Background: an optimization exercise with open tools, aiming at small area. Do not read the settings as production practice. In this exercise RTL edits were held to simulation tests only and were not proved equivalent to the original. Power and IR drop assume default switching activity.

==> yarrow <==
==> flow/design.v <==
module commit_trace_capture #(
    parameter int DEPTH       = 16,
    parameter int MAX_RECORDS = 3000,
    parameter int DROP_W      = 16
) (
    input  logic                   clk,
    input  logic                   reset,
    input  logic                   capture_en,
    input  logic                   commit_valid,
    input  logic [31:0]            commit_pc,
    input  logic [31:0]            commit_instr,
    input  logic                   rf_we,
    input  logic [4:0]             rf_waddr,
    input  logic [31:0]            rf_wdata,
    output logic                   out_valid,
    input  logic                   out_ready,
    output logic [31:0]            out_data,
    output logic                   overflow,
    output logic [DROP_W-1:0]      drop_count,
    output logic                   done
);
    localparam int NS    = DEPTH + 1;           
    localparam int NW    = $clog2(NS + 1);
    localparam int RW   = 102;
    localparam int R_PC = 70;
    localparam int R_IN = 38;
    localparam int R_WE = 37;
    localparam int R_WA = 32;
    localparam int R_WD = 0;
    logic [RW-1:0]     slot_q [0:NS-1];
    logic [NS-1:0]     inv_q;         
    logic [NW-1:0]     n_q;           
    logic              busy_q;        
    logic [1:0]        word_q;        
    logic              out_valid_q;
    logic              overflow_q;
    logic [DROP_W-1:0] drop_count_q;
    logic              done_q;
    localparam logic [11:0] ACC_LAST = 12'he99;
    logic [11:0]       accepted_q;
    logic empty, full, last_hs, pop, push_req, push, drop;
    logic [NW-1:0] widx;
    logic [NS-1:0] ld, sh, hd;
    logic [RW-1:0] new_rec;
    assign empty    = (n_q == NW'(busy_q));
    assign full     = (n_q == NW'(NS));
    assign last_hs  = out_valid_q & out_ready & (word_q == 2'd3);
    assign pop      = !empty & (!busy_q | last_hs);
    assign push_req = commit_valid & capture_en & !done_q;
    assign push     = push_req & (!full | pop);
    assign drop     = push_req & !push;
    assign widx = n_q - NW'(last_hs);
    assign new_rec = {commit_pc, commit_instr, rf_we, rf_waddr, rf_wdata};
    always_comb begin
        for (int i = 0; i < NS; i++) begin
            ld[i] = push & (widx == NW'(i));
            sh[i] = last_hs & !ld[i];
            hd[i] = !last_hs & !ld[i];
        end
        sh[NS-1] = 1'b0;
        hd[NS-1] = !ld[NS-1];
    end
    logic [RW-1:0] slot_d [0:NS-1];
    for (genvar i = 0; i < NS - 1; i++) begin : g_slot
        ctc_aoi222 #(.W(RW)) u_next (
            .h(hd[i]), .a(slot_q[i]),
            .s(sh[i]), .b(slot_q[i+1]),
            .l(ld[i]), .c(new_rec),
            .y(slot_d[i]));
    end
    ctc_aoi22 #(.W(RW)) u_next_top (
        .h(hd[NS-1]), .a(slot_q[NS-1]),
        .l(ld[NS-1]), .c(new_rec),
        .y(slot_d[NS-1]));
    always_ff @(posedge clk) begin
        for (int i = 0; i < NS - 1; i++) begin
            slot_q[i] <= slot_d[i];
            inv_q[i]  <= ~((hd[i] & inv_q[i]) | (sh[i] & inv_q[i+1]));
        end
        slot_q[NS-1] <= slot_d[NS-1];
        inv_q[NS-1]  <= ~(hd[NS-1] & inv_q[NS-1]);
    end
    always_ff @(posedge clk or negedge reset) begin
        if (!reset) begin
            n_q          <= '0;
            busy_q       <= 1'b0;
            word_q       <= 2'd0;
            out_valid_q  <= 1'b0;
            overflow_q   <= 1'b0;
            drop_count_q <= '0;
            done_q       <= 1'b0;
            accepted_q   <= '0;
        end else begin
            n_q <= n_q + NW'(push) - NW'(last_hs);
            if (!busy_q) begin
                busy_q <= pop;
            end else if (!out_valid_q) begin
                out_valid_q <= 1'b1;
            end else if (out_ready) begin
                word_q <= word_q + 2'd1;
                if (word_q == 2'd3 && !pop) begin
                    busy_q      <= 1'b0;
                    out_valid_q <= 1'b0;
                end
            end
            if (push) accepted_q <= {accepted_q[10:0],
                                     ~(accepted_q[11] ^ accepted_q[5] ^ accepted_q[3] ^ accepted_q[0])};
            if (push && (accepted_q == ACC_LAST)) done_q <= 1'b1;
            if (drop) overflow_q <= 1'b1;
            if (drop && (drop_count_q != '1)) drop_count_q <= drop_count_q + DROP_W'(1);
        end
    end
    logic [RW-1:0] s0;
    logic          p0, we0, sel0, sel1, sel2, sel3;
    logic [31:0]   w2;
    assign s0   = slot_q[0];
    assign p0   = inv_q[0];
    assign we0  = s0[R_WE] ^ p0;
    assign sel0 = out_valid_q & (word_q == 2'd0);
    assign sel1 = out_valid_q & (word_q == 2'd1);
    assign sel2 = out_valid_q & (word_q == 2'd2);
    assign sel3 = out_valid_q & (word_q == 2'd3) & we0;
    assign w2   = {s0[R_WE], 26'b0, s0[R_WA +: 5]};
    always_comb begin
        for (int b = 0; b < 32; b++) begin
            if (b < 5 || b == 31) begin
                out_data[b] = ((sel0 & s0[R_PC + b]) | (sel1 & s0[R_IN + b]) |
                               (sel2 & w2[b]) | (sel3 & s0[R_WD + b])) ^
                              ((sel0 | sel1 | sel2 | sel3) & p0);
            end else begin
                out_data[b] = ((sel0 & s0[R_PC + b]) | (sel1 & s0[R_IN + b]) |
                               (sel3 & s0[R_WD + b])) ^
                              ((sel0 | sel1 | sel3) & p0);
            end
        end
    end
    assign out_valid  = out_valid_q;
    assign overflow   = overflow_q;
    assign drop_count = drop_count_q;
    assign done       = done_q;
endmodule
module ctc_aoi222 #(
    parameter int W = 1
) (
    input  logic         h, s, l,
    input  logic [W-1:0] a, b, c,
    output logic [W-1:0] y
);
    assign y = ~(({W{h}} & a) | ({W{s}} & b) | ({W{l}} & c));
endmodule
module ctc_aoi22 #(
    parameter int W = 1
) (
    input  logic         h, l,
    input  logic [W-1:0] a, c,
    output logic [W-1:0] y
);
    assign y = ~(({W{h}} & a) | ({W{l}} & c));
endmodule
==> flow/flow/run.sh <==
#!/bin/bash
set -euo pipefail
export BUFFER_PORTS_ARGS="-buffer_cell sky130_fd_sc_hd__buf_1"
export CTS_ARGS="-sink_clustering_enable -repair_clock_nets -dont_use_dummy_load -sink_clustering_size 20 -sink_clustering_max_diameter 50 -buf_list sky130_fd_sc_hd__clkbuf_8 -root_buf sky130_fd_sc_hd__clkbuf_16"
bash standard.sh > flow.log 2>&1
==> flow/standard.sh <==
#!/bin/bash
# synth_recipe.tcl (not shown) runs the flow's synth.tcl, then flattens the netlist and writes it again
# the make line also repeats each setting of config.mk as NAME=value (left out here)
make -C /OpenROAD-flow-scripts/flow DESIGN_CONFIG=/design/flow/config.mk WORK_HOME=/design/flow/orfs CLKGATE_MAP_FILE= SYNTH_SCRIPT=/design/flow/synth_recipe.tcl "${@:-finish}"
==> flow/config.mk <==
export PLATFORM = sky130hd
export DESIGN_NAME = commit_trace_capture
export DESIGN_NICKNAME = commit_trace_capture
export VERILOG_FILES = /design/flow/design.v
export SDC_FILE = /design/flow/constraint.sdc
export NUM_CORES = 4
export LEC_CHECK = 0
export CAP_MARGIN = 0
export CORE_MARGIN = 2
export CORE_UTILIZATION = 50
export PLACE_DENSITY = 0.6
export SLEW_MARGIN = 0
export SYNTH_HIERARCHICAL = 1
==> flow/constraint.sdc <==
create_clock -name core_clock -period 5.0 [get_ports {clk}]
set_input_delay 1.0000 -clock core_clock [delete_from_list [all_inputs] [get_ports {clk}]]
set_output_delay 1.0000 -clock core_clock [all_outputs]
set_load 0.01 [all_outputs]
==> inputs of lagoon, as changes to yarrow <==
--- a/flow/flow/run.sh
+++ b/flow/flow/run.sh
@@ -2,2 +2,3 @@
 set -euo pipefail
+export REMOVE_ABC_BUFFERS=1
 export BUFFER_PORTS_ARGS="-buffer_cell sky130_fd_sc_hd__buf_1"
--- a/flow/config.mk
+++ b/flow/config.mk
@@ -7,7 +7,8 @@
 export LEC_CHECK = 0
-export CAP_MARGIN = 0
+export CAP_MARGIN = 20
 export CORE_MARGIN = 2
 export CORE_UTILIZATION = 50
+export GPL_TIMING_DRIVEN = 0
 export PLACE_DENSITY = 0.6
-export SLEW_MARGIN = 0
+export SLEW_MARGIN = 20
 export SYNTH_HIERARCHICAL = 1
==> notes <==
In lagoon the combinational power is higher than in yarrow, by 14%.
Between yarrow and lagoon, the lower count of clock-buffer cells in the layout is in lagoon (gap 3).
Cell count: lagoon is higher than yarrow (5.1%).
Between yarrow and lagoon, the lower first-iteration DRC count is in yarrow (gap 11%, measured against lagoon).
Clock power is about the same in yarrow and lagoon.

==> what the ideal ports hide <==
No port has a modelled driver above. Below, the same layouts with a new extraction and two added sets of constraints.
Step 1 assumes that a clkbuf_16 drives the clock port and a buf_2 every other input.
Step 2 times the ports against the registers' clock, not the clock port: input delays grow and output delays shrink by t, the midpoint of the rising clock arrivals with the driver on.
Slacks: ideal ports / drivers / drivers and shift; pairs: ideal ports / drivers.
| run | t, ns | setup slack, ns | slew at the worst register clock pin (ns) |
|---|---|---|---|
| yarrow | 0.772 | 0.318 / 0.318 / -0.402 | 0.12 / 0.12 |
| lagoon | 0.784 | 0.133 / 0.133 / -0.387 | 0.12 / 0.12 |
Met with ideal ports but missed after step 2: setup timing in yarrow and lagoon. For yarrow, which loses most, drivers alone change the setup slack by 0.000 ns; drivers and shift together by -0.720 ns.
